Source: an optimization exercise on an open RTL-to-GDS flow (aim: small area). Production flows keep margins and buffers that such runs may drop.
Only simulation tests tie the RTL to the original design; equivalence was not proved.
Power is estimated from default activity; no workload was simulated. The flow treats the clock pin as an ideal source, which a real chip does not have.

===== design/flow/standard.sh =====
#!/bin/bash
# synth_recipe.tcl (not shown) runs the flow's synth.tcl, then flattens the netlist and writes it again
# the make line also repeats each setting of config.mk as NAME=value (left out here)
make -C /OpenROAD-flow-scripts/flow DESIGN_CONFIG=/design/flow/config.mk WORK_HOME=/design/flow/orfs CLKGATE_MAP_FILE= SYNTH_SCRIPT=/design/flow/synth_recipe.tcl "${@:-finish}"

===== design/flow/config.mk =====
export PLATFORM = sky130hd
export DESIGN_NAME = dmem_responder
export DESIGN_NICKNAME = dmem_responder
export VERILOG_FILES = /design/flow/design.v
export SDC_FILE = /design/flow/constraint.sdc
export NUM_CORES = 4
export LEC_CHECK = 0
export CAP_MARGIN = 20
export CORE_MARGIN = 2
export CORE_UTILIZATION = 70
export SLEW_MARGIN = 20
export SYNTH_HIERARCHICAL = 1

===== design/flow/constraint.sdc =====
create_clock -name core_clock -period 8.0 [get_ports {clk}]
set_input_delay 1.6000 -clock core_clock [delete_from_list [all_inputs] [get_ports {clk}]]
set_output_delay 1.6000 -clock core_clock [all_outputs]
set_load 0.01 [all_outputs]

===== design/flow/flow/run.sh =====
#!/bin/bash
# The standard layout, with plain buffers on the ports and a clock tree
# without dummy loads.
set -euo pipefail
export BUFFER_PORTS_ARGS="-buffer_cell sky130_fd_sc_hd__buf_2"
export CTS_ARGS="-sink_clustering_enable -repair_clock_nets -sink_clustering_size 18 -sink_clustering_max_diameter 150 -buf_list sky130_fd_sc_hd__clkbuf_8 -dont_use_dummy_load"
bash standard.sh > standard_flow.log 2>&1

===== design/flow/design.v =====
package dmem_pkg;
  localparam logic [31:0] PASS_ADDR = 32'd108;
  localparam logic [31:0] PASS_DATA = 32'hABCDE7D5;
endpackage
module store_log_fifo (
  input  logic        clk_i,
  input  logic        rst_ni,
  input  logic        phase_i,
  input  logic        push_i,
  input  logic [61:0] datax_i,
  input  logic        pop_i,
  output logic [61:0] head_o,
  output logic        empty_o,
  output logic        overflow_o
);
  logic [61:0] mem_q [4];
  logic [2:0] cnt_q;
  logic [1:0] tail;
  logic full, do_push, do_pop;
  logic [3:0] ld;
  logic [2:0] sh, hd;
  always_comb begin
    empty_o = cnt_q == 3'd0;
    full = cnt_q[2];
    do_pop = pop_i && !empty_o;
    do_push = push_i && (!full || do_pop);
    overflow_o = push_i && !do_push;
    tail = do_pop ? 2'(cnt_q - 3'd1) : cnt_q[1:0];
    for (int i = 0; i < 4; i++) ld[i] = do_push && tail == 2'(i);
    for (int i = 0; i < 3; i++) begin
      sh[i] = do_pop && !ld[i];
      hd[i] = !ld[i] && !sh[i];
    end
    head_o = mem_q[0] ^ {62{phase_i}};
  end
  for (genvar i = 0; i < 3; i++) begin : g_entry
    shift_word #(.W(62)) u_entry (.clk(clk_i), .hd(hd[i]), .sh(sh[i]), .ld(ld[i]),
                                  .nxt(mem_q[i+1]), .dx(datax_i), .q(mem_q[i]));
  end
  for (genvar b = 0; b < 62; b++) begin : g_last
    flip_bit u_bit (.clk(clk_i), .we(ld[3]), .nwe(!ld[3]), .wdx(datax_i[b]), .q(mem_q[3][b]));
  end
  always_ff @(posedge clk_i or negedge rst_ni)
    if (!rst_ni) cnt_q <= '0;
    else cnt_q <= cnt_q + 3'(do_push) - 3'(do_pop);
endmodule
module shift_word #(
  parameter int W = 62
) (
  input  logic         clk,
  input  logic         hd,
  input  logic         sh,
  input  logic         ld,
  input  logic [W-1:0] nxt,
  input  logic [W-1:0] dx,
  output logic [W-1:0] q
);
  always_ff @(posedge clk) q <= ~((q & {W{hd}}) | (nxt & {W{sh}}) | (dx & {W{ld}}));
endmodule
module aoi222_w #(
  parameter int W = 32
) (
  input  logic [W-1:0] a, b, c,
  input  logic         sa, sb, sc,
  output logic [W-1:0] y
);
  assign y = ~((a & {W{sa}}) | (b & {W{sb}}) | (c & {W{sc}}));
endmodule
module nand4_w #(
  parameter int W = 32
) (
  input  logic [W-1:0] a, b, c, d,
  output logic [W-1:0] y
);
  assign y = ~(a & b & c & d);
endmodule
module nand2_w #(
  parameter int W = 32
) (
  input  logic [W-1:0] a, b,
  output logic [W-1:0] y
);
  assign y = ~(a & b);
endmodule
module nor2_w #(
  parameter int W = 32
) (
  input  logic [W-1:0] a, b,
  output logic [W-1:0] y
);
  assign y = ~(a | b);
endmodule
module nand3_w #(
  parameter int W = 32
) (
  input  logic [W-1:0] a, b, c,
  output logic [W-1:0] y
);
  assign y = ~(a & b & c);
endmodule
module dmem_responder (
  input  logic        clk,
  input  logic        rst,
  input  logic        mem_write,
  input  logic [31:0] address,
  input  logic [31:0] write_data,
  output logic [31:0] read_data,
  output logic        log_valid,
  input  logic        log_ready,
  output logic [31:0] log_addr,
  output logic [31:0] log_data,
  output logic        log_overflow,
  output logic        misaligned,
  output logic        done
);
  logic [31:0] ram_q [64];
  logic [5:0] idx;
  logic is_mmio, aligned, ram_we, log_push, fifo_empty, fifo_ovf;
  logic ovf_q, mis_q, done_q;
  logic [7:0] wa, wan, ra, ran, lb, lbn;
  logic [61:0] head;
  logic [31:0] z [22];
  logic [31:0] o [6];
  logic [31:0] m0, m1, m2;
  logic phase_q, rd_inv;
  logic [31:0] wdx, rd_raw;
  always_comb begin
    idx = address[7:2];
    is_mmio = |address[31:10];
    aligned = address[1:0] == 2'b00;
    ram_we = mem_write && aligned && !is_mmio;
    log_push = mem_write && aligned && is_mmio;
    for (int i = 0; i < 8; i++) begin
      wa[i] = ram_we && idx[5:3] == 3'(i);
      ra[i] = !is_mmio && idx[5:3] == 3'(i);
      lb[i] = idx[2:0] == 3'(i);
    end
    wan = ~wa;
    ran = ~ra;
    lbn = ~lb;
    wdx = write_data ^ {32{phase_q}};
    rd_inv = phase_q && !is_mmio;
    read_data = rd_raw ^ {32{rd_inv}};
    log_valid = !fifo_empty;
    log_addr = {head[61:32], 2'b00};
    log_data = head[31:0];
    log_overflow = ovf_q;
    misaligned = mis_q;
    done = done_q;
  end
  for (genvar w = 0; w < 64; w++) begin : g_word
    logic [1:0] we, nwe;
    for (genvar h = 0; h < 2; h++) begin : g_half
      row_strobe u_we (.a(wa[w/8]), .an(wan[w/8]), .b(lb[w%8]), .bn(lbn[w%8]), .we(we[h]), .nwe(nwe[h]));
    end
    for (genvar b = 0; b < 32; b++) begin : g_bit
      flip_bit u_bit (.clk(clk), .we(we[b/16]), .nwe(nwe[b/16]), .wdx(wdx[b]), .q(ram_q[w][b]));
    end
  end
  for (genvar g = 0; g < 21; g++) begin : g_rd3
    for (genvar h = 0; h < 2; h++) begin : g_half
      logic [2:0] s;
      for (genvar k = 0; k < 3; k++) begin : g_sel
        nor2_w #(.W(1)) u_sel (.a(ran[(3*g+k)/8]), .b(lbn[(3*g+k)%8]), .y(s[k]));
      end
      aoi222_w #(.W(16)) u_aoi (.a(ram_q[3*g][16*h+:16]), .sa(s[0]), .b(ram_q[3*g+1][16*h+:16]), .sb(s[1]),
                                .c(ram_q[3*g+2][16*h+:16]), .sc(s[2]), .y(z[g][16*h+:16]));
    end
  end
  for (genvar h = 0; h < 2; h++) begin : g_rd63
    logic s;
    nor2_w #(.W(1)) u_sel (.a(ran[7]), .b(lbn[7]), .y(s));
    nand2_w #(.W(16)) u_nand (.a(ram_q[63][16*h+:16]), .b({16{s}}), .y(z[21][16*h+:16]));
  end
  for (genvar k = 0; k < 5; k++) begin : g_rd4
    nand4_w #(.W(32)) u_nand (.a(z[4*k]), .b(z[4*k+1]), .c(z[4*k+2]), .d(z[4*k+3]), .y(o[k]));
  end
  nand2_w #(.W(32)) u_rd_n5 (.a(z[20]), .b(z[21]), .y(o[5]));
  nor2_w #(.W(32)) u_rd_m0 (.a(o[0]), .b(o[1]), .y(m0));
  nor2_w #(.W(32)) u_rd_m1 (.a(o[2]), .b(o[3]), .y(m1));
  nor2_w #(.W(32)) u_rd_m2 (.a(o[4]), .b(o[5]), .y(m2));
  nand3_w #(.W(32)) u_rd_out (.a(m0), .b(m1), .c(m2), .y(rd_raw));
  always_ff @(posedge clk) phase_q <= !phase_q;
  always_ff @(posedge clk or negedge rst)
    if (!rst) begin
      ovf_q <= 1'b0;
      mis_q <= 1'b0;
      done_q <= 1'b0;
    end else begin
      ovf_q <= ovf_q || fifo_ovf;
      mis_q <= mis_q || (mem_write && !aligned);
      done_q <= done_q || (mem_write && address == dmem_pkg::PASS_ADDR && write_data == dmem_pkg::PASS_DATA);
    end
  store_log_fifo u_fifo (
    .clk_i      (clk),
    .rst_ni     (rst),
    .phase_i    (phase_q),
    .push_i     (log_push),
    .datax_i    ({address[31:2] ^ {30{phase_q}}, wdx}),
    .pop_i      (log_valid && log_ready),
    .head_o     (head),
    .empty_o    (fifo_empty),
    .overflow_o (fifo_ovf)
  );
endmodule
module row_strobe (
  input  logic a,
  input  logic an,
  input  logic b,
  input  logic bn,
  output logic we,
  output logic nwe
);
  assign we = ~(an | bn);
  assign nwe = ~(a & b);
endmodule
module flip_bit (
  input  logic clk,
  input  logic we,
  input  logic nwe,
  input  logic wdx,
  output logic q
);
  always_ff @(posedge clk) q <= ~((q | we) & (wdx | nwe));
endmodule

==> results of run 1 <==
layer usage:
metal	part of all wire	global-route usage	vias to the layer above
met4	0.083	0.312	4
met2	0.42	0.674	5910
li1	-	-	28400
met3	0.14	0.122	1282
met1	0.35	0.615	33100
met5	0.000093	0	-
final cells by class:
| cell class | count | area share |
|---|---|---|
| Sequential cell | 2303 | 0.574 |
| Inverter | 15 | 0.000700 |
| Antenna cell | 11 | 0.000342 |
| Clock buffer | 145 | 0.0248 |
| Timing Repair Buffer | 362 | 0.0295 |
| Multi-Input combinational cell | 3974 | 0.349 |
| Tap cell | 1403 | 0.0218 |
metrics by stage:
| stage | power, mW | utilization |
|---|---|---|
| 2_1_floorplan | 14.2 | - |
| 3_3_place_gp | 14.7 | 0.731 |
| 3_5_place_dp | 14.8 | 0.732 |
| 4_1_cts | 19.6 | 0.751 |
| 5_1_grt | 20.2 | 0.753 |
| 6_report | 19.7 | 0.753 |
worst max-delay path: cells and delay by family:
family | cells | cell delay, ps
buf+inv | 4 | 1070
simple gates | 5 | 2510
xor+xnor | 1 | 230
compound gates | 1 | 390
power groups by stage:
stage	Sequential (mW)	Clock [mW]	Combinational, mW
final	12.6	5.07	2.05
after global routing	12.6	5.40	2.15
after CTS	12.6	5.02	2.00
after floorplan	12.7	0	1.48
after detailed placement	12.8	0	2.00
after global placement	12.8	0	1.93
Yosys stat by module (local to each module, per instance), a selection:
module	area, µm²	cells inside	flip-flops and latches
store_log_fifo	913	112	3
flip_bit	26.3	2	1
dmem_responder	1540	202	4
row_strobe	7.51	2	0
registers in the layout (all words and copies together) (netlist names):
name                      cells
u_fifo.g_last.u_bit.q        62
mis_q                         1
ovf_q                         1
u_fifo.g_entry.u_entry.q    186
phase_q                       1
u_fifo.cnt_q                  3
g_word.g_bit.u_bit.q       2048
done_q                        1
final timing paths:
path	start	to	depth (start not counted)
max	address[4]	read_data[28]	11
min	u_fifo.g_last[25].u_bit.q	u_fifo.g_entry[2].u_entry.q[25]	1
max reg2reg	u_fifo.cnt_q[0]	u_fifo.g_last[25].u_bit.q	10
min reg2reg	u_fifo.g_last[25].u_bit.q	u_fifo.g_entry[2].u_entry.q[25]	1
max in group asynchronous	rst	ovf_q	1
min in group asynchronous	rst	u_fifo.cnt_q[2]	1
cells by family (layout without fill, tap and decap cells):
| family | count (synthesis) | count (layout) | share of synthesized area |
|---|---|---|---|
| buffers and inverters | 227 | 522 | 0.0253 |
| and+or+nand+nor | 828 | 828 | 0.0506 |
| AOI/OAI and AO/OA | 2983 | 2983 | 0.291 |
| DFF | 2303 | 2303 | 0.614 |
| xor gates and xnor gates | 158 | 158 | 0.0184 |
| other | 1 | 13 | 0.0000499 |
| adders and majority gates | 3 | 3 | 0.000599 |
placed cells by master (no fill, tap or decap), types with 3 or more instances in the layout:
cell type,instances
dfrtp_1,6
xor2_1,92
nor4bb_1,4
inv_1,8
xor2_4,32
nand3_1,35
a21oi_4,3
o21ai_0,3
nor4_2,3
nor2b_1,5
buf_12,3
buf_4,192
a222oi_1,858
nand4_1,165
xnor2_1,34
inv_2,5
diode_2,11
and2_1,10
buf_2,165
clkbuf_8,145
nand2_1,209
nor4_1,3
nand2_2,4
o22ai_1,2110
nor2_1,274
dfxtp_1,2296
nor3_1,3
nand2b_1,4
nor2_2,85
==> metrics.log, run 1 <==
[metrics] post-detailed-route DRC marker count: 0
[metrics] area share of the largest cell type after synthesis: 0.612
[metrics] final cell count without fillers: 8213
[metrics] post-route worst hold slack: 430 ps
[metrics] GPL Wtd Cong: 0.996
[metrics] starting density of the core: 0.704
[metrics] Area growth, synth to finish: 6.99%
[metrics] fraction of power consumed by combinational cells: 0.104
[metrics] largest area contributor in the synthesized netlist: dfxtp_1
[metrics] setup repair after global routing missed its margin: false
[metrics] number of input and output port buffers inserted: 165
[metrics] vias in the first global route: 62900
[metrics] register area share after synthesis: 0.614
[metrics] slew of the pin with the lowest slew margin: 1250 ps
[metrics] die boundary width: 332 µm
[metrics] fin crit share: 0.928
[metrics] total net switching power: 5.02 mW
[metrics] maximum level of the CTS H-tree: 4
[metrics] Internal Dissipation: 14.7 mW
[metrics] most used standard cell by instance count after synthesis: dfxtp_1
[metrics] total count of max-transition violations in the final report: 0
[metrics] max-cap violations: 0
[metrics] peak per-stage delay on the critical path: 950 ps
[metrics] TritonCTS clock tree: yes
[metrics] WS Path Type: in2out
[metrics] worst slew slack as a fraction of its limit: 0.163
[metrics] number of fillers in the final layout: 7181
[metrics] Setup-failing EPs final: 0
[metrics] count of endpoints failing hold in the final timing report: 0
[metrics] worst setup skew after layout: 47.0 ps
[metrics] crit end category: primary output
[metrics] worst endpoint data arrival time: 5820 ps
[metrics] async set-or-reset flop fraction in the synthesized netlist: 0.00261
[metrics] most common flop cell mapped by yosys: dfxtp_1
[metrics] post-CTS setup repair buffer count: 0
[metrics] global-route wire length before repair: 398 mm
[metrics] mean routed wirelength per cell: 32.9 µm
[metrics] Sequential cell area: 46100 µm²
[metrics] clock-pin slew on the worst setup and hold paths: 110 ps
[metrics] Remaining Overflow, GRT: 0
[metrics] count of clock tree sinks: 2303
[metrics] outcome: timing/DRC/antenna clean
[metrics] fin crit period: 7420 ps
[metrics] Die ar.: 110000 µm²
[metrics] maximum frequency from static timing analysis: 0.135 GHz
[metrics] count of antenna-violating nets left after detailed routing: 0
[metrics] clock buffer count from CTS: 145
[metrics] post-synthesis register bit count: 2303
[metrics] worst min path class: reg2reg
[metrics] IO Pins: 168
[metrics] data required time of the worst path: 6400 ps
[metrics] pin count of the biggest net entering global routing: 89
[metrics] least setup slack across all paths after layout: 578 ps
[metrics] total negative slack: 0 ps
[metrics] sequential group share of total power: 0.639
[metrics] largest vdd supply drop: 225 µV
[metrics] switching portion of total power: 0.255
[metrics] Bufs on Longest Clock Path: 3
[metrics] Vert. Die Dim: 332 µm
[metrics] final standard cell area without fillers: 80400 µm²
[metrics] total power density per cell area: 245 nW/µm²
[metrics] CP Cell Sequence: buf_2, or3b_2, buf_4, nor2_1, buf_4, a222oi_1, nand4_1, nor2_1, nand3_1, xnor2_1, buf_2
[metrics] slack of the worst reg-to-reg path: 3940 ps
[metrics] number of enable-type register cells in the synthesized netlist: 0
[metrics] antenna violations before repair: 12
[metrics] cells resized by post-CTS repair: 0
[metrics] detailed-route via count: 68600
[metrics] average cell area after synthesis: 11.6 µm²
[metrics] number of nets in the layout: 6872
[metrics] layout cells sized above 1: 0.0969
[metrics] number of hold buffers added after CTS: 0
[metrics] worst-case setup slack after placement: 827 ps
[metrics] GRT Util Overall: 0.466
[metrics] cell at the root of the clock tree: clkbuf_8
[metrics] largest fanout of any net on the critical path: 17
[metrics] Pre-Repair DR Iteration Count: 12
[metrics] initial drt markers: 15600
[metrics] Std-Cell Core Area: 107000 µm²
[metrics] total routed wirelength: 270 mm
[metrics] number of cells produced by synthesis: 6503
[metrics] Slowest-stage cell, CP: nor2_1
[metrics] total area of multi-input combinational cells: 28000 µm²
[metrics] Final HPWL DP: 165 mm
[metrics] commonest cells in the synthesized netlist: dfxtp_1, o22ai_1, a222oi_1, nor2_1, nand2_1
[metrics] Area contributors post-synth: dfxtp_1, o22ai_1, a222oi_1
[metrics] number of warnings reported in the yosys synthesis log: 15
[metrics] number of placement rows: 120
[metrics] clock share of power: 0.257
[metrics] latest clock arrival within the worst-skew pair: 890 ps
[metrics] post-synthesis instance area: 75100 µm²
[metrics] static leakage power: 28.6 nW
[metrics] placed insts: 8053
[metrics] count of cell types in the netlist: 45
[metrics] via density per instance: 8.36
[metrics] category of the worst setup path launch point: input port
[metrics] placed cell areas: 78200 µm²
==> inputs of run 2 (changes only) <==
==> design/flow/flow/run.sh (replaced) <==
#!/bin/bash
# The standard layout, with plain buffers on the ports and a clock tree
# without dummy loads.
set -euo pipefail
export BUFFER_PORTS_ARGS="-buffer_cell sky130_fd_sc_hd__buf_2"
export CTS_ARGS="-sink_clustering_enable -repair_clock_nets -sink_clustering_size 28 -sink_clustering_max_diameter 150 -dont_use_dummy_load"
bash standard.sh > standard_flow.log 2>&1
==> run 2 against run 1 <==
Effect of this change:
- critical endpoint is now read_data[15]
- sequential power barely moved
- non-clock buffer count did not move
- maximum frequency fell by 1.8%
- power rose by 2.1%
- sequential cell count did not move
- highest routed layer unchanged
==> metrics.log, run 2 <==
[metrics] outcome: timing/DRC/antenna clean
[metrics] clock buffer count from CTS: 92 (-37%)
[metrics] static leakage power: 28.7 nW (+0.32%)
[metrics] average cell area after synthesis: 11.6 µm² (unchanged)
[metrics] maximum level of the CTS H-tree: 3 (-1)
[metrics] worst slew slack as a fraction of its limit: 0.168 (+0.00413)
[metrics] max FFs per register: 2048 (unchanged)
[metrics] count of antenna-violating nets left after detailed routing: 0 (unchanged)
[metrics] setup repair after global routing missed its margin: false
[metrics] register area share after synthesis: 0.614 (unchanged)
[metrics] TritonCTS clock tree: yes
[metrics] cells resized by post-CTS repair: 0 (unchanged)
[metrics] Setup-failing EPs final: 0 (unchanged)
[metrics] Vert. Die Dim: 332 µm (unchanged)
[metrics] mean routed wirelength per cell: 33.2 µm (+0.83%)
[metrics] post-synthesis instance area: 75100 µm² (unchanged)
[metrics] total power density per cell area: 249 nW/µm² (+1.8%)
[metrics] largest fanout of any net on the critical path: 16 (-1)
[metrics] total routed wirelength: 271 mm (+0.14%)
[metrics] initial drt markers: 15900 (+1.9%)
[metrics] clock-pin slew on the worst setup and hold paths: 100 ps (about the same)
[metrics] Area growth, synth to finish: 7.38%
[metrics] most frequent cells in the layout: dfxtp_1, o22ai_1, a222oi_1, nor2_1, nand2_1
[metrics] area share of the largest cell type after synthesis: 0.612 (unchanged)
[metrics] detailed-route via count: 68400 (-0.27%)
[metrics] slew of the pin with the lowest slew margin: 1250 ps (-7.57 ps)
[metrics] starting density of the core: 0.704 (unchanged)
[metrics] worst setup skew after layout: 56.6 ps (+9.58 ps)
[metrics] latest clock arrival within the worst-skew pair: 780 ps (-110 ps)
[metrics] Remaining Overflow, GRT: 0 (unchanged)
[metrics] largest area contributor in the synthesized netlist: dfxtp_1
[metrics] Pre-Repair DR Iteration Count: 17 (+5)
[metrics] count of cell types in the netlist: 45 (unchanged)
[metrics] number of nets in the layout: 6819 (-0.77%)
[metrics] Area contributors post-synth: dfxtp_1, o22ai_1, a222oi_1
[metrics] category of the worst setup path launch point: input port
[metrics] count of endpoints failing hold in the final timing report: 0 (unchanged)
[metrics] worst min path class: reg2reg
[metrics] commonest cells in the synthesized netlist: dfxtp_1, o22ai_1, a222oi_1, nor2_1, nand2_1
[metrics] global-route wire length before repair: 400 mm (+0.35%)
[metrics] worst endpoint data arrival time: 5960 ps (+140 ps)
[metrics] Die ar.: 110000 µm² (unchanged)
[metrics] post-detailed-route DRC marker count: 0 (unchanged)
[metrics] via density per instance: 8.39 (+0.42%)
[metrics] crit end category: primary output
[metrics] Biggest register: g_word.g_bit.u_bit.q
[metrics] post-synthesis register bit count: 2303 (unchanged)
[metrics] post-route worst hold slack: 448 ps (+18.3 ps)
[metrics] GRT Util Overall: 0.467 (+0.00134)
[metrics] GPL Wtd Cong: 0.996 (unchanged)
[metrics] max-cap violations: 0 (unchanged)
[metrics] number of enable-type register cells in the synthesized netlist: 0 (unchanged)
[metrics] number of placement rows: 120 (unchanged)
[metrics] number of warnings reported in the yosys synthesis log: 15 (unchanged)
[metrics] cell at the root of the clock tree: clkbuf_16
[metrics] layout cells sized above 1: 0.0898 (-0.00710)
[metrics] most used standard cell by instance count after synthesis: dfxtp_1
[metrics] async set-or-reset flop fraction in the synthesized netlist: 0.00261 (unchanged)
[metrics] count of clock tree sinks: 2303 (unchanged)
[metrics] Bufs on Longest Clock Path: 3 (unchanged)
[metrics] vias in the first global route: 63100 (+0.33%)
[metrics] maximum frequency from static timing analysis: 0.132 GHz (-1.8%)
[metrics] total negative slack: 0 ps (unchanged)
[metrics] largest vdd supply drop: 201 µV (-10%)
[metrics] most common flop cell mapped by yosys: dfxtp_1
[metrics] data required time of the worst path: 6400 ps (about the same)
[metrics] WS Path Type: in2out
[metrics] pin count of the biggest net entering global routing: 89 (unchanged)
[metrics] number of input and output port buffers inserted: 165 (unchanged)
[metrics] fin crit period: 7560 ps (+134 ps)
[metrics] die boundary width: 332 µm (unchanged)
[metrics] Final HPWL DP: 165 mm (unchanged)
[metrics] number of hold buffers added after CTS: 0 (unchanged)
[metrics] IO Pins: 168 (unchanged)
[metrics] total count of max-transition violations in the final report: 0 (unchanged)
[metrics] antenna violations before repair: 13 (+1)
[metrics] Std-Cell Core Area: 107000 µm² (unchanged)
[metrics] number of cells produced by synthesis: 6503 (unchanged)
[metrics] commonest non-fill, non-tap cell in the layout: dfxtp_1
[metrics] registers with the most flip-flops: g_word.g_bit.u_bit.q (2048), u_fifo.g_entry.u_entry.q (186), u_fifo.g_last.u_bit.q (62)
[metrics] fin crit share: 0.945 (+0.0168)
[metrics] post-CTS setup repair buffer count: 0 (unchanged)
run 2: where the power goes:
group / switching, mW / internal (mW) / leakage, nW / total [mW]
combinational: 1.20 / 0.867 / 6.58 / 2.06
clock: 3.41 / 2.07 / 1.13 / 5.48
sequential: 0.411 / 12.2 / 21.0 / 12.6
total: 5.01 / 15.1 / 28.7 / 20.1
run 2: worst max-delay path, stage by stage:
cell and delay, ps:
buf_2 110, nor4_2 470, nand4_1 390, nor3_1 240
buf_4 240, nand2_1 500, nor2_1 1120, a222oi_1 280
nand4_1 290, nor2_1 170, nand3_1 220, xnor2_1 140
buf_2 150
run 2: final timing paths:
kind | start | endpoint | slack [ps] | cells after the start
setup / recovery | address[16] | read_data[15] | 440 | 13
hold / removal | g_word[26].g_bit[9].u_bit.q | g_word[26].g_bit[9].u_bit.q | 450 | 1
setup reg to reg | u_fifo.cnt_q[0] | u_fifo.g_last[25].u_bit.q | 3940 | 10
hold reg to reg | g_word[26].g_bit[9].u_bit.q | g_word[26].g_bit[9].u_bit.q | 450 | 1
max in group asynchronous | rst | ovf_q | 7180 | 1
min in group asynchronous | rst | mis_q | 670 | 1
run 2: Yosys stat by module, one instance, submodules excluded, a selection:
| module | cell area, µm² | flip-flops and latches |
|---|---|---|
| dmem_responder | 1540 | 4 |
| store_log_fifo | 913 | 3 |
| flip_bit | 26.3 | 1 |
| row_strobe | 7.51 | 0 |
run 2: through the flow:
stage,cell area (µm²),util,worst slack [ps],total power [mW],cells
3_5_place_dp,78200,0.732,827,14.8,8053
5_1_grt,80700,0.756,521,20.6,8153
4_1_cts,80500,0.754,847,20.0,8145
3_3_place_gp,78100,0.731,861,14.7,8050
6_report,80700,0.756,444,20.1,8157
2_1_floorplan,75100,-,2160,14.2,6504
run 2: layout make-up:
| class | count | area [µm²] |
|---|---|---|
| Antenna cell | 8 | 20.0 |
| Inverter | 15 | 56.3 |
| Clock buffer | 92 | 2300 |
| Tap cell | 1403 | 1760 |
| Fill cell | 7131 | 26100 |
| Sequential cell | 2303 | 46100 |
| Multi-Input combinational cell | 3974 | 28000 |
| Timing Repair Buffer | 362 | 2370 |
run 2: layer usage:
layer,global-route usage,wire (µm)
met1,0.614,95400
met5,0,76
met4,0.307,22400
met2,0.680,115000
met3,0.124,38200
run 2: kinds of logic after synthesis:
kind of cell | share of synthesized area
flip-flops | 0.614
buffers and inverters | 0.0253
XOR/XNOR | 0.0184
other | 0.0000499
AO/OA/AOI/OAI | 0.291
adder cells (fa/ha/maj) | 0.000599
AND/OR/NAND/NOR | 0.0506
==> inputs of run 3 (changes only) <==
==> design/flow/flow/run.sh (replaced) <==
#!/bin/bash
# The standard layout, with plain buffers on the ports and a clock tree
# without dummy loads.
set -euo pipefail
export BUFFER_PORTS_ARGS="-buffer_cell sky130_fd_sc_hd__buf_2"
export CTS_ARGS="-sink_clustering_enable -repair_clock_nets -sink_clustering_size 16 -sink_clustering_max_diameter 150 -buf_list sky130_fd_sc_hd__clkbuf_8 -dont_use_dummy_load"
bash standard.sh > standard_flow.log 2>&1
==> run 3 against run 2 <==
Effect of this change:
- worst hold slack worse by 8.8 ps
- maximum frequency up 1.1%
- clock power down 3%
- critical path depth unchanged
- power down 0.99%
- sequential power about the same
==> metrics.log, run 3 <==
[metrics] number of warnings reported in the yosys synthesis log: 15 (unchanged)
[metrics] number of nets in the layout: 6888 (+1.0%)
[metrics] commonest non-fill, non-tap cell in the layout: dfxtp_1
[metrics] launching point of the worst reg2reg path: u_fifo.cnt_q[0]
[metrics] latest clock arrival within the worst-skew pair: 930 ps (+150 ps)
[metrics] count of clock tree sinks: 2303 (unchanged)
[metrics] largest fanout of any net on the critical path: 16 (unchanged)
[metrics] number of fillers in the final layout: 7169 (+0.53%)
[metrics] outcome: timing/DRC/antenna clean
[metrics] fin crit share: 0.934 (-0.0106)
[metrics] largest area contributor in the synthesized netlist: dfxtp_1
[metrics] met2 wirelength from detailed routing: 115 mm (+0.27%)
[metrics] Pre-Repair DR Iteration Count: 14 (-3)
[metrics] most frequent cells in the layout: dfxtp_1, o22ai_1, a222oi_1, nor2_1, nand2_1
[metrics] registers with the most flip-flops: g_word.g_bit.u_bit.q (2048), u_fifo.g_entry.u_entry.q (186), u_fifo.g_last.u_bit.q (62)
[metrics] number of enable-type register cells in the synthesized netlist: 0 (unchanged)
[metrics] count of endpoints failing hold in the final timing report: 0 (unchanged)
[metrics] maximum level of the CTS H-tree: 4 (+1)
[metrics] max-cap violations: 0 (unchanged)
[metrics] Std-Cell Core Area: 107000 µm² (unchanged)
[metrics] via density per instance: 8.32 (-0.86%)
[metrics] vias in the first global route: 63200 (+0.15%)
[metrics] Slowest-stage cell, CP: nor2_1
[metrics] category of the worst setup path launch point: input port
[metrics] Biggest register: g_word.g_bit.u_bit.q
[metrics] post-CTS setup repair buffer count: 0 (unchanged)
[metrics] layout cells sized above 1: 0.0988 (+0.00892)
[metrics] pin count of the biggest net entering global routing: 89 (unchanged)
[metrics] worst hold path startpoint: u_fifo.g_last[60].u_bit.q
[metrics] sum of buffers and inverters on the critical path: 3 (unchanged)
[metrics] CP Cell Sequence: buf_2, nor4_2, nand4_1, nor3_1, buf_4, nand2_1, nor2_1, a222oi_1, nand4_1, nor2_1, nand3_1, xnor2_1, buf_2
[metrics] post-synthesis instance area: 75100 µm² (unchanged)
[metrics] worst setup path start: address[16]
[metrics] IO Pins: 168 (unchanged)
[metrics] Area growth, synth to finish: 7.28%
[metrics] GPL Wtd Cong: 0.996 (unchanged)
[metrics] placed cell areas: 78200 µm² (unchanged)
[metrics] Remaining Overflow, GRT: 0 (unchanged)
[metrics] detailed-route via count: 68500 (+0.032%)
[metrics] gate family responsible for the most delay along the worst path: simple AND/OR/NAND/NOR gates
[metrics] number of input and output port buffers inserted: 165 (unchanged)
[metrics] clock-pin slew on the worst setup and hold paths: 100 ps (about the same)
[metrics] total negative slack: 0 ps (unchanged)
[metrics] number of hold buffers added after CTS: 0 (unchanged)
[metrics] Die ar.: 110000 µm² (unchanged)
[metrics] highest metal used: met5
[metrics] worst slew slack as a fraction of its limit: 0.178 (+0.0101)
[metrics] Setup-failing EPs final: 0 (unchanged)
[metrics] post-detailed-route DRC marker count: 0 (unchanged)
[metrics] slew of the pin with the lowest slew margin: 1230 ps (-18.2 ps)
[metrics] setup repair after global routing missed its margin: false
[metrics] number of cells produced by synthesis: 6503 (unchanged)
[metrics] starting density of the core: 0.704 (unchanged)
[metrics] cells resized by post-CTS repair: 0 (unchanged)
[metrics] antenna violations before repair: 12 (-1)
[metrics] most common flop cell mapped by yosys: dfxtp_1
[metrics] mean routed wirelength per cell: 32.9 µm (-0.83%)
[metrics] commonest cells in the synthesized netlist: dfxtp_1, o22ai_1, a222oi_1, nor2_1, nand2_1
[metrics] TritonCTS clock tree: yes
[metrics] global-route wire length before repair: 400 mm (about the same)
[metrics] data required time of the worst path: 6400 ps (about the same)
[metrics] total power density per cell area: 247 nW/µm² (-0.89%)
[metrics] worst min path class: reg2reg
[metrics] fin crit period: 7470 ps (-85.1 ps)
[metrics] post-synthesis register bit count: 2303 (unchanged)
[metrics] cell at the root of the clock tree: clkbuf_8
[metrics] most used standard cell by instance count after synthesis: dfxtp_1
[metrics] die boundary width: 332 µm (unchanged)
[metrics] Area contributors post-synth: dfxtp_1, o22ai_1, a222oi_1
[metrics] number of placement rows: 120 (unchanged)
[metrics] detailed-route wire length on metal 1: 96.4 mm (+1.1%)
[metrics] peak per-stage delay on the critical path: 1040 ps (-80 ps)
[metrics] average cell area after synthesis: 11.6 µm² (unchanged)
[metrics] total routed wirelength: 271 mm (about the same)
[metrics] crit end category: primary output
[metrics] max FFs per register: 2048 (unchanged)
[metrics] total length of routed met3 wires: 37.6 mm (-1.5%)
[metrics] Vert. Die Dim: 332 µm (unchanged)
[metrics] WS Path Type: in2out
[metrics] initial drt markers: 15600 (-2.0%)
[metrics] count of cell types in the netlist: 45 (unchanged)
[metrics] Final HPWL DP: 165 mm (unchanged)
[metrics] GRT Util Overall: 0.467 (about the same)
[metrics] worst setup skew after layout: 66.9 ps (+10.3 ps)
[metrics] clock buffer count from CTS: 161 (+75%)
[metrics] Bufs on Longest Clock Path: 3 (unchanged)
[metrics] final standard cell area without fillers: 80600 µm² (-0.10%)
[metrics] async set-or-reset flop fraction in the synthesized netlist: 0.00261 (unchanged)
[metrics] static leakage power: 28.7 nW (about the same)
[metrics] post-route core utilization: 0.755 (-0.000762)
[metrics] count of antenna-violating nets left after detailed routing: 0 (unchanged)
[metrics] largest vdd supply drop: 184 µV (-8.8%)
[metrics] area share of the largest cell type after synthesis: 0.612 (unchanged)
[metrics] worst endpoint data arrival time: 5870 ps (-90 ps)
[metrics] register area share after synthesis: 0.614 (unchanged)
[metrics] total count of max-transition violations in the final report: 0 (unchanged)
[metrics] maximum frequency from static timing analysis: 0.134 GHz (+1.1%)
## run 3: cell counts after synthesis
No cell type changed its count.
## run 3: per-module statistics from Yosys (local to each module, per instance), excerpt
| module | times used | cell area (µm²) | cells inside |
|---|---|---|---|
| row_strobe | 128 | 7.51 | 2 |
| dmem_responder | 1 | 1540 | 202 |
| store_log_fifo | 1 | 913 | 112 |
| flip_bit | 2110 | 26.3 | 2 |
## run 3: path summary, 6_finish.rpt
check,cells after the start,slack (ps),end
worst min register to register,1,440,u_fifo.g_entry[2].u_entry.q[60]
min in group asynchronous,1,540,mis_q
max in group asynchronous,1,7310,u_fifo.cnt_q[0]
worst max register to register,10,3960,u_fifo.g_last[39].u_bit.q
worst min-delay path,1,440,u_fifo.g_entry[2].u_entry.q[60]
worst max-delay path,13,530,read_data[19]
## run 3: cell type report
type                            instances  area, µm²  area share
Sequential cell                      2303      46100       0.572
Multi-Input combinational cell       3974      28000       0.348
Timing Repair Buffer                  362       2370      0.0294
Clock buffer                          161       2220      0.0275
Tap cell                             1403       1760      0.0218
Inverter                               15       56.3    0.000698
Antenna cell                           12       30.0    0.000373
## run 3: per-stage QoR
step / setup slack [ps] / hold slack [ps] / power (mW) / instances
6_report: 529 / 439 / 19.9 / 8230
5_1_grt: 542 / 452 / 20.4 / 8224
2_1_floorplan: 2160 / 417 / 14.2 / 6504
3_3_place_gp: 861 / 426 / 14.7 / 8050
4_1_cts: 776 / 439 / 19.8 / 8214
3_5_place_dp: 827 / 432 / 14.8 / 8053
## run 3: per-layer routing
metal	track usage	up-vias
met1	0.617	33000
met4	0.307	10
met2	0.680	5845
li1	-	28300
met3	0.123	1316
met5	0	-
## run 3: kinds of logic (layout without fill, tap and decap cells)
logic type               after synthesis  in the layout  synth area share
AO/OA/AOI/OAI                       2983           2983             0.291
flip-flops                          2303           2303             0.614
AND/OR/NAND/NOR                      828            828            0.0506
buffers and inverters                227            538            0.0253
XOR/XNOR                             158            158            0.0184
adder cells (fa/ha/maj)                3              3          0.000599
other                                  1             14         0.0000499
## run 3: power by group
| group | internal (mW) | total [mW] | switching (mW) | leakage (nW) |
|---|---|---|---|---|
| Combinational | 0.867 | 2.06 | 1.19 | 6.58 |
| Sequential | 12.2 | 12.6 | 0.409 | 21.0 |
| Clock | 1.81 | 5.29 | 3.48 | 1.16 |
==> inputs of run 4 (changes only) <==
--- a/design/flow/config.mk
+++ b/design/flow/config.mk
@@ -7,6 +7,6 @@
 export LEC_CHECK = 0
 export CAP_MARGIN = 20
 export CORE_MARGIN = 2
-export CORE_UTILIZATION = 70
+export CORE_UTILIZATION = 80
 export SLEW_MARGIN = 20
 export SYNTH_HIERARCHICAL = 1
==> run 4 against run 3 <==
Effect of this change:
- synthesized area is the same
- clock power decreased by 0.8%
- combinational power barely moved
- wire length is 1.8% lower
- largest power group unchanged
- power about the same
- maximum frequency shrank 0.15%
- synthesized cell count did not move
- setup slack got worse by 11 ps
- final area decreased by 0.39%
- worst hold slack improved by 6.5 ps
- final cell count fell by 2.1%
- sequential power about the same
==> metrics.log, run 4 <==
[metrics] fraction of power consumed by combinational cells: 0.105 (+0.002)
[metrics] cells resized by post-CTS repair: 0 (unchanged)
[metrics] largest vdd supply drop: 220 µV (+20%)
[metrics] Area contributors post-synth: dfxtp_1, o22ai_1, a222oi_1
[metrics] clock buffer count from CTS: 161 (unchanged)
[metrics] post-detailed-route DRC marker count: 0 (unchanged)
[metrics] area share of the largest cell type after synthesis: 0.612 (unchanged)
[metrics] total negative slack: 0 ps (unchanged)
[metrics] most common flop cell mapped by yosys: dfxtp_1
[metrics] pin count of the biggest net entering global routing: 69 (-22%)
[metrics] slack of the worst reg-to-reg path: 3980 ps (+20 ps)
[metrics] starting density of the core: 0.806 (+0.102)
[metrics] initial drt markers: 18200 (+17%)
[metrics] maximum level of the CTS H-tree: 4 (unchanged)
[metrics] worst setup skew after layout: 79.2 ps (+12.3 ps)
[metrics] number of hold buffers added after CTS: 0 (unchanged)
[metrics] worst setup path start: address[16]
[metrics] worst min path class: reg2reg
[metrics] count of cell types in the netlist: 45 (unchanged)
[metrics] IO Pins: 168 (unchanged)
[metrics] max FFs per register: 2048 (unchanged)
[metrics] most used standard cell by instance count after synthesis: dfxtp_1
[metrics] commonest non-fill, non-tap cell in the layout: dfxtp_1
[metrics] worst endpoint data arrival time: 5880 ps (about the same)
[metrics] maximum frequency from static timing analysis: 0.134 GHz (-0.15%)
[metrics] registers with the most flip-flops: g_word.g_bit.u_bit.q (2048), u_fifo.g_entry.u_entry.q (186), u_fifo.g_last.u_bit.q (62)
[metrics] launching point of the worst reg2reg path: u_fifo.cnt_q[0]
[metrics] worst-case setup slack after placement: 877 ps (+49.9 ps)
[metrics] async set-or-reset flop fraction in the synthesized netlist: 0.00261 (unchanged)
[metrics] Area growth, synth to finish: 6.86%
[metrics] post-synthesis register bit count: 2303 (unchanged)
[metrics] slew of the pin with the lowest slew margin: 1290 ps (+64.0 ps)
[metrics] Final HPWL DP: 159 mm (-3.9%)
[metrics] number of enable-type register cells in the synthesized netlist: 0 (unchanged)
[metrics] mean routed wirelength per cell: 33.0 µm (+0.29%)
[metrics] fin crit share: 0.935 (+0.00138)
[metrics] data required time of the worst path: 6400 ps (about the same)
[metrics] post-CTS setup repair buffer count: 0 (unchanged)
[metrics] Bufs on Longest Clock Path: 3 (unchanged)
[metrics] outcome: timing/DRC/antenna clean
[metrics] Remaining Overflow, GRT: 0 (unchanged)
[metrics] TritonCTS clock tree: yes
[metrics] max-cap violations: 0 (unchanged)
[metrics] Setup crit end: read_data[0]
[metrics] register area share after synthesis: 0.614 (unchanged)
[metrics] Biggest register: g_word.g_bit.u_bit.q
[metrics] total count of max-transition violations in the final report: 0 (unchanged)
[metrics] vias in the first global route: 64900 (+2.7%)
[metrics] average cell area after synthesis: 11.6 µm² (unchanged)
[metrics] cell at the root of the clock tree: clkbuf_8
[metrics] antenna violations before repair: 11 (-1)
[metrics] worst slew slack as a fraction of its limit: 0.138 (-0.0396)
[metrics] Std-Cell Core Area: 93200 µm² (-13%)
[metrics] least setup slack across all paths after layout: 518 ps (-11.0 ps)
[metrics] setup repair after global routing missed its margin: false
[metrics] clock-pin slew on the worst setup and hold paths: 90 ps (about the same)
[metrics] sequential group share of total power: 0.632 (about the same)
[metrics] number of placement rows: 112 (-6.7%)
[metrics] layout cells sized above 1: 0.0968 (-0.00199)
[metrics] via density per instance: 8.74 (+5.0%)
[metrics] GPL Wtd Cong: 1.06 (+6.8%)
[metrics] largest fanout of any net on the critical path: 16 (unchanged)
[metrics] crit end category: primary output
[metrics] largest area contributor in the synthesized netlist: dfxtp_1
[metrics] post-route worst hold slack: 446 ps (+6.47 ps)
[metrics] GRT Util Overall: 0.525 (+0.0575)
[metrics] total power density per cell area: 248 nW/µm² (+0.45%)
[metrics] number of fillers in the final layout: 4848 (-32%)
[metrics] placed cell areas: 77700 µm² (-0.60%)
[metrics] number of input and output port buffers inserted: 165 (unchanged)
[metrics] global-route wire length before repair: 389 mm (-2.6%)
[metrics] reg-to-reg endpoint: u_fifo.g_last[21].u_bit.q
[metrics] post-synthesis instance area: 75100 µm² (unchanged)
[metrics] category of the worst setup path launch point: input port
[metrics] Setup-failing EPs final: 0 (unchanged)
[metrics] number of cells produced by synthesis: 6503 (unchanged)
[metrics] most frequent cells in the layout: dfxtp_1, o22ai_1, a222oi_1, nor2_1, nand2_1
[metrics] count of antenna-violating nets left after detailed routing: 0 (unchanged)
[metrics] clock share of power: 0.263 (-0.002)
[metrics] count of endpoints failing hold in the final timing report: 0 (unchanged)
[metrics] fin crit period: 7480 ps (+11.0 ps)
[metrics] static leakage power: 28.6 nW (-0.39%)
[metrics] Internal Dissipation: 14.8 mW (about the same)
[metrics] latest clock arrival within the worst-skew pair: 940 ps (about the same)
[metrics] die boundary width: 310 µm (-6.4%)
[metrics] reg2reg path depth: 10 (unchanged)
[metrics] detailed-route via count: 70400 (+2.8%)
[metrics] number of warnings reported in the yosys synthesis log: 15 (unchanged)
[metrics] total net switching power: 5.09 mW (+0.16%)
[metrics] WS Path Type: in2out
[metrics] switching portion of total power: 0.255 (+0.000271)
[metrics] Die ar.: 96400 µm² (-12%)
[metrics] total routed wirelength: 266 mm (-1.8%)
[metrics] commonest cells in the synthesized netlist: dfxtp_1, o22ai_1, a222oi_1, nor2_1, nand2_1
[metrics] number of nets in the layout: 6863 (-0.36%)
[metrics] count of clock tree sinks: 2303 (unchanged)
[metrics] Hold Path Depth: 1 (unchanged)
[metrics] Vert. Die Dim: 310 µm (-6.4%)
[metrics] Pre-Repair DR Iteration Count: 17 (+3)
[metrics] final standard cell area without fillers: 80300 µm² (-0.39%)
==> run 4: cells by family (layout without fill, tap and decap cells) <==
logic type / Yosys count / count (layout) / share of synthesized area
other cells: 1 / 15 / 0.0000499
simple gates: 828 / 828 / 0.0506
compound gates: 2983 / 2983 / 0.291
flops: 2303 / 2303 / 0.614
xor+xnor: 158 / 158 / 0.0184
fa+ha+maj: 3 / 3 / 0.000599
buf+inv: 227 / 513 / 0.0253
==> run 4: routing by layer <==
metal	track usage	part of all wire
met4	0.398	0.097
met5	0.00303	0.00056
met3	0.184	0.17
met1	0.657	0.33
met2	0.745	0.41
==> run 4: modules after synthesis (local to each module, per instance), a selection <==
module	area, µm²	cells inside
dmem_responder	1540	202
flip_bit	26.3	2
row_strobe	7.51	2
store_log_fifo	913	112
==> run 4: worst min-delay path by stage <==
stage	from	endpoint	slack, ps
floorplan	u_fifo.g_entry[1].u_entry.q[60]	u_fifo.g_entry[0].u_entry.q[60]	420
global placement	u_fifo.g_entry[2].u_entry.q[60]	u_fifo.g_entry[1].u_entry.q[60]	420
detailed placement	g_word[36].g_bit[4].u_bit.q	g_word[36].g_bit[4].u_bit.q	440
CTS	g_word[1].g_bit[11].u_bit.q	g_word[1].g_bit[11].u_bit.q	450
global route	g_word[58].g_bit[12].u_bit.q	g_word[58].g_bit[12].u_bit.q	460
finish	g_word[23].g_bit[8].u_bit.q	g_word[23].g_bit[8].u_bit.q	450
==> run 4: power by group through the flow <==
stage | clock (mW) | sequential, mW | combinational, mW
global route | 5.56 | 12.7 | 2.17
finish | 5.25 | 12.6 | 2.09
detailed placement | 0 | 12.8 | 2.00
floorplan | 0 | 12.7 | 1.48
global placement | 0 | 12.8 | 1.91
CTS | 5.16 | 12.6 | 2.01
==> run 4: area by class of cell <==
type                    count  area [µm²]  share of cell area
flip-flops and latches   2303       46100               0.575
repair buffers            337        2210              0.0275
inverters                  15        56.3            0.000701
well taps                1254        1570              0.0195
clock buffers             161        2220              0.0276
diodes                     13        32.5            0.000405
multi-input cells        3974       28100               0.350
==> run 4: per-stage QoR <==
step	utilization	power [mW]	std cells
after global placement	0.833	14.7	7874
after global routing	0.862	20.4	8053
after detailed placement	0.834	14.8	7875
after floorplan	-	14.2	6504
final	0.862	19.9	8057
after CTS	0.857	19.7	8036
==> run 4: worst max-delay path, stage by stage <==
cell and delay [ps]:
buf_2 120, nor4_2 470, nand4_1 310, nor3_1 260, buf_4 260, nand2_1 540
buf_4 390, nor2_1 870, a222oi_1 250, nand2_1 130, nor2_1 120, nand3_1 230
xnor2_1 160, buf_2 160

afterwards: timing with drivers on the ports:
The results above use ideal ports. As a check the final layouts listed here were re-extracted and re-timed, cells and wires unchanged.
Step 1: set_driving_cell puts a clkbuf_16 on clk and a buf_2 on each other input, an assumption about the parent block.
Step 2, shift: input delay + t, output delay - t, t = (earliest + latest rising clock arrival at the registers) / 2. This alone moves slack from input paths to output paths.
Slacks: ideal ports / drivers / drivers and shift; pairs: ideal ports / drivers.
run	shift t [ns]	setup slack, ns	worst setup path after step 2
run 1	0.953	0.578 / 0.514 / 0.514	input to output
run 2	0.809	0.444 / 0.425 / 0.425	input to output
run 3	0.969	0.529 / 0.511 / 0.511	input to output
run 4	0.977	0.518 / 0.496 / 0.496	input to output
After both steps every run listed still meets setup and hold. The setup slack of run 1, which loses most, moves by -0.064 ns with the drivers and by -0.064 ns with both steps.
